This is an optimization exercise on Yosys and OpenROAD, whose aim is small area, a short achievable clock period and few clock cycles, not a production implementation.
RTL that was checked went through simulation tests only; none was proved equivalent to the original.
Power figures rest on the tool's default switching activity, not on a simulated workload.

==> flow/design.v (excerpt) <==
module axiApbBridgeTop (
  input  logic         pclk,
  input  logic         preset_n,
  input  logic [31:0]  ar_addr,
  input  logic [7:0]   ar_id,
  input  logic [7:0]   ar_len,
  input  logic [1:0]   ar_burst,
  input  logic [2:0]   ar_prot,
  input  logic         ar_valid,
  output logic         ar_ready,
  input  logic [31:0]  aw_addr,
  input  logic [7:0]   aw_id,
  input  logic [7:0]   aw_len,
  input  logic [1:0]   aw_burst,
  input  logic [2:0]   aw_prot,
  input  logic         aw_valid,
  output logic         aw_ready,
  input  logic [31:0]  w_data,
  input  logic [3:0]   w_strb,
  input  logic         w_valid,
  output logic         w_ready,
  output logic [31:0]  r_data,
  output logic [1:0]   r_resp,
  output logic [7:0]   r_id,
  output logic         r_last,
  output logic         r_valid,
  input  logic         r_ready,
  output logic [1:0]   b_resp,
  output logic [7:0]   b_id,
  output logic         b_valid,
  input  logic         b_ready,
  output logic [31:0]  paddr,
  output logic [31:0]  pwdata,
  output logic [3:0]   pstrb,
  output logic [2:0]   pprot,
  output logic         pwrite,
  output logic [3:0]   psel,
  output logic         penable,
  input  logic [3:0]   pready,
  input  logic [127:0] prdata,
  input  logic [3:0]   pslverr
);
For scale: roughly 440 cells after synthesis, ~63 flip-flops, ~420 I/O pins, ~4200 um2 of cells after synthesis.
==> module axiApbBridgeTop, before the edit <==
module axiApbBridgeTop (
  input  logic         pclk,
  input  logic         preset_n,
  input  logic [31:0]  ar_addr,
  input  logic [7:0]   ar_id,
  input  logic [7:0]   ar_len,
  input  logic [1:0]   ar_burst,
  input  logic [2:0]   ar_prot,
  input  logic         ar_valid,
  output logic         ar_ready,
  input  logic [31:0]  aw_addr,
  input  logic [7:0]   aw_id,
  input  logic [7:0]   aw_len,
  input  logic [1:0]   aw_burst,
  input  logic [2:0]   aw_prot,
  input  logic         aw_valid,
  output logic         aw_ready,
  input  logic [31:0]  w_data,
  input  logic [3:0]   w_strb,
  input  logic         w_valid,
  output logic         w_ready,
  output logic [31:0]  r_data,
  output logic [1:0]   r_resp,
  output logic [7:0]   r_id,
  output logic         r_last,
  output logic         r_valid,
  input  logic         r_ready,
  output logic [1:0]   b_resp,
  output logic [7:0]   b_id,
  output logic         b_valid,
  input  logic         b_ready,
  output logic [31:0]  paddr,
  output logic [31:0]  pwdata,
  output logic [3:0]   pstrb,
  output logic [2:0]   pprot,
  output logic         pwrite,
  output logic [3:0]   psel,
  output logic         penable,
  input  logic [3:0]   pready,
  input  logic [127:0] prdata,
  input  logic [3:0]   pslverr
);
  logic        act;        
  logic        wr;         
  logic        acc;        
  logic        fixed;      
  logic [13:2] curAddr;    
  logic        upZero;     
  logic [7:0]  left;       
  logic [1:0]  wrErr;      
  logic        rv;
  logic        rl;
  logic [31:0] rd;
  logic [1:0]  rr;
  logic        bv;
  logic [3:0]  hit;
  logic        dec;
  logic        go;
  logic        done;
  logic        decDone;
  logic        fin;
  logic        last;
  logic [1:0]  beatResp;
  logic        rdAvail;
  logic        wrAvail;
  logic        free;
  logic        start;
  logic        pickW;
  logic [31:0] rdSel;
  logic        gA;
  logic        gW;
  logic        gR;
  logic [3:0]  wAcc;
  always_comb begin
    for (int k = 0; k < 4; k++) begin
      hit[k] = upZero & (curAddr[13:12] == 2'(k));
    end
  end
  assign dec = ~upZero;
  assign go      = wr ? w_valid : (~rv | r_ready);
  assign done    = acc & |(pready & hit);
  assign decDone = act & dec & (wr ? w_valid : ~rv);
  assign fin     = done | decDone;
  assign last    = (left == 8'd0);
  assign beatResp = dec ? 2'd3 : (|(pslverr & hit) ? 2'd2 : 2'd0);
  assign rdAvail = ar_valid & ~(act & ~wr) & ~(rv & rl);
  assign wrAvail = aw_valid & ~(act & wr) & ~bv;
  assign free    = ~act | (fin & last);
  assign start   = free & (rdAvail | wrAvail);
  assign pickW   = wrAvail & (~rdAvail | ~wr);
  assign fixed   = wr ? (aw_burst == 2'd0) : (ar_burst == 2'd0);
  always_comb begin
    rdSel = '0;
    for (int k = 0; k < 4; k++) begin
      rdSel = rdSel | (prdata[32*k +: 32] & {32{hit[k] & ~rv}});
    end
  end
  always_ff @(posedge pclk or negedge preset_n) begin
    if (!preset_n) begin
      act    <= 1'b0;
      wr     <= 1'b1;
      acc    <= 1'b0;
      rv     <= 1'b0;
      bv     <= 1'b0;
    end else begin
      if (acc) begin
        acc <= ~done;
      end else begin
        acc <= act & ~dec & go;
      end
      if (start) begin
        act    <= 1'b1;
        wr     <= pickW;
      end else if (fin & last) begin
        act <= 1'b0;
      end
      if (fin & ~wr) begin
        rv <= 1'b1;
      end else if (r_ready) begin
        rv <= 1'b0;
      end
      if (fin & wr & last) begin
        bv <= 1'b1;
      end else if (b_ready) begin
        bv <= 1'b0;
      end
    end
  end
  always_ff @(posedge pclk) begin
    if (start) begin
      curAddr <= pickW ? aw_addr[13:2] : ar_addr[13:2];
      upZero  <= pickW ? (aw_addr[31:14] == '0) : (ar_addr[31:14] == '0);
      left    <= pickW ? aw_len : ar_len;
    end else if (fin) begin
      left <= left - 8'd1;
      if (!fixed) begin
        curAddr[13:2] <= curAddr[13:2] + 12'd1;
        if (&curAddr[13:2]) begin
          upZero <= wr ? (&aw_addr[31:14]) : (&ar_addr[31:14]);
        end
      end
    end
    if (start & pickW) begin
      wrErr <= 2'd0;
    end else if (fin & wr) begin
      wrErr <= wrErr | beatResp;
    end
    rd <= rdSel | (rd & {32{rv}});
    if (!rv) begin
      rr <= beatResp;
      rl <= last;
    end
  end
  assign gA      = acc | (act & ~wr & ~rv);
  assign gW      = act & ~acc & wr;
  assign gR      = act & ~acc & ~wr & rv;
  always_comb begin
    for (int k = 0; k < 4; k++) begin
      psel[k] = (hit[k] & gA) | (hit[k] & gW & w_valid) | (hit[k] & gR & r_ready);
    end
  end
  assign penable = acc;
  assign paddr   = {18'd0, curAddr, wr ? aw_addr[1:0] : ar_addr[1:0]};
  assign pwrite  = wr;
  assign pprot   = wr ? aw_prot : ar_prot;
  assign pwdata  = w_data;
  assign pstrb   = w_strb & {4{wr}};
  assign wAcc    = hit & {4{acc & wr}};
  assign w_ready = |(pready & wAcc) | (act & dec & wr);
  assign r_valid  = rv;
  assign r_data   = rd;
  assign r_resp   = rr;
  assign r_last   = rl;
  assign r_id     = ar_id;
  assign ar_ready = rv & rl & r_ready;
  assign b_valid  = bv;
  assign b_resp   = wrErr;
  assign b_id     = aw_id;
  assign aw_ready = bv & b_ready;
endmodule
clock: 5.0 ns
lec_check: 0
cap_margin: 20
core_area: 2.5 2.5 142.5 142.5
die_area: 0 0 145 145
place_density: 0.6
setup_slack_margin: 2.0
slew_margin: 20
standard.sh (not shown) runs the stock make flow with config.mk's settings and CLKGATE_MAP_FILE= SYNTH_SCRIPT=/design/flow/synth_recipe.tcl, a recipe that flattens the netlist after the stock synthesis.
==> flow/flow/run.sh <==
#!/bin/bash
# Standard layout; port buffers of the smallest plain buffer; smaller clock tree.
export BUFFER_PORTS_ARGS="-buffer_cell sky130_fd_sc_hd__buf_1"
export CTS_ARGS="-sink_clustering_enable -repair_clock_nets -dont_use_dummy_load -buf_list sky130_fd_sc_hd__clkbuf_8 -sink_clustering_size 40 -sink_clustering_max_diameter 150"
bash standard.sh > standard.log 2>&1
Then changed:
--- a/flow/design.v
+++ b/flow/design.v
@@ -489,12 +489,13 @@
   logic        act;        
   logic        wr;         
   logic        acc;        
   logic        fixed;      
   logic [13:2] curAddr;    
   logic        upZero;     
+  logic        upOnes;     
   logic [7:0]  left;       
   logic [1:0]  wrErr;      
   logic        rv;
   logic        rl;
   logic [31:0] rd;
   logic [1:0]  rr;
@@ -573,19 +574,21 @@
     end
   end
   always_ff @(posedge pclk) begin
     if (start) begin
       curAddr <= pickW ? aw_addr[13:2] : ar_addr[13:2];
       upZero  <= pickW ? (aw_addr[31:14] == '0) : (ar_addr[31:14] == '0);
+      upOnes  <= pickW ? (aw_addr[31:14] == '1) : (ar_addr[31:14] == '1);
       left    <= pickW ? aw_len : ar_len;
     end else if (fin) begin
       left <= left - 8'd1;
       if (!fixed) begin
         curAddr[13:2] <= curAddr[13:2] + 12'd1;
         if (&curAddr[13:2]) begin
-          upZero <= wr ? (&aw_addr[31:14]) : (&ar_addr[31:14]);
+          upZero <= upOnes;
+          upOnes <= 1'b0;
         end
       end
     end
     if (start & pickW) begin
       wrErr <= 2'd0;
     end else if (fin & wr) begin
Sequential cell count rose by 1.
Power fell by 48%.
Core utilization rose by 0.18 points.
Clock skew rose by 3.6 ps.
Sequential power fell by 35%.
Area after synthesis rose by 1.9%.
Hold slack got worse by 37 ps.
Testbench counts after the change, summed over its fixed seeds: cycles 10,238.
Function not checked in the first run of this note: the RTL went through the layout flow alone.

==> afterwards: timing with drivers on the ports <==
The results above use ideal ports. As a check the final layouts listed here were re-extracted and re-timed, cells and wires unchanged. Step 1, drivers: a clkbuf_16 drives pclk and a buf_2 each remaining input, both assumed. Step 2 moves the port delays by t, midway between the first and last clock arrival at a register: inputs arrive t later, outputs are due t later. That takes back most of the time a late clock gives input paths. Three values: ideal, step 1, step 2; two values: the first two.
run	shift t [ns]	setup WS [ns]	latest minus earliest clock arrival (ns)
the first run	0.388	2.039 / 1.990 / 1.925	0.025 / 0.025
the second run	0.377	2.058 / 2.038 / 2.038	0.020 / 0.021
After both steps setup and hold are still met in every run listed. For the first run, which loses most, drivers alone change the setup slack by -0.049 ns; drivers and shift together by -0.114 ns.
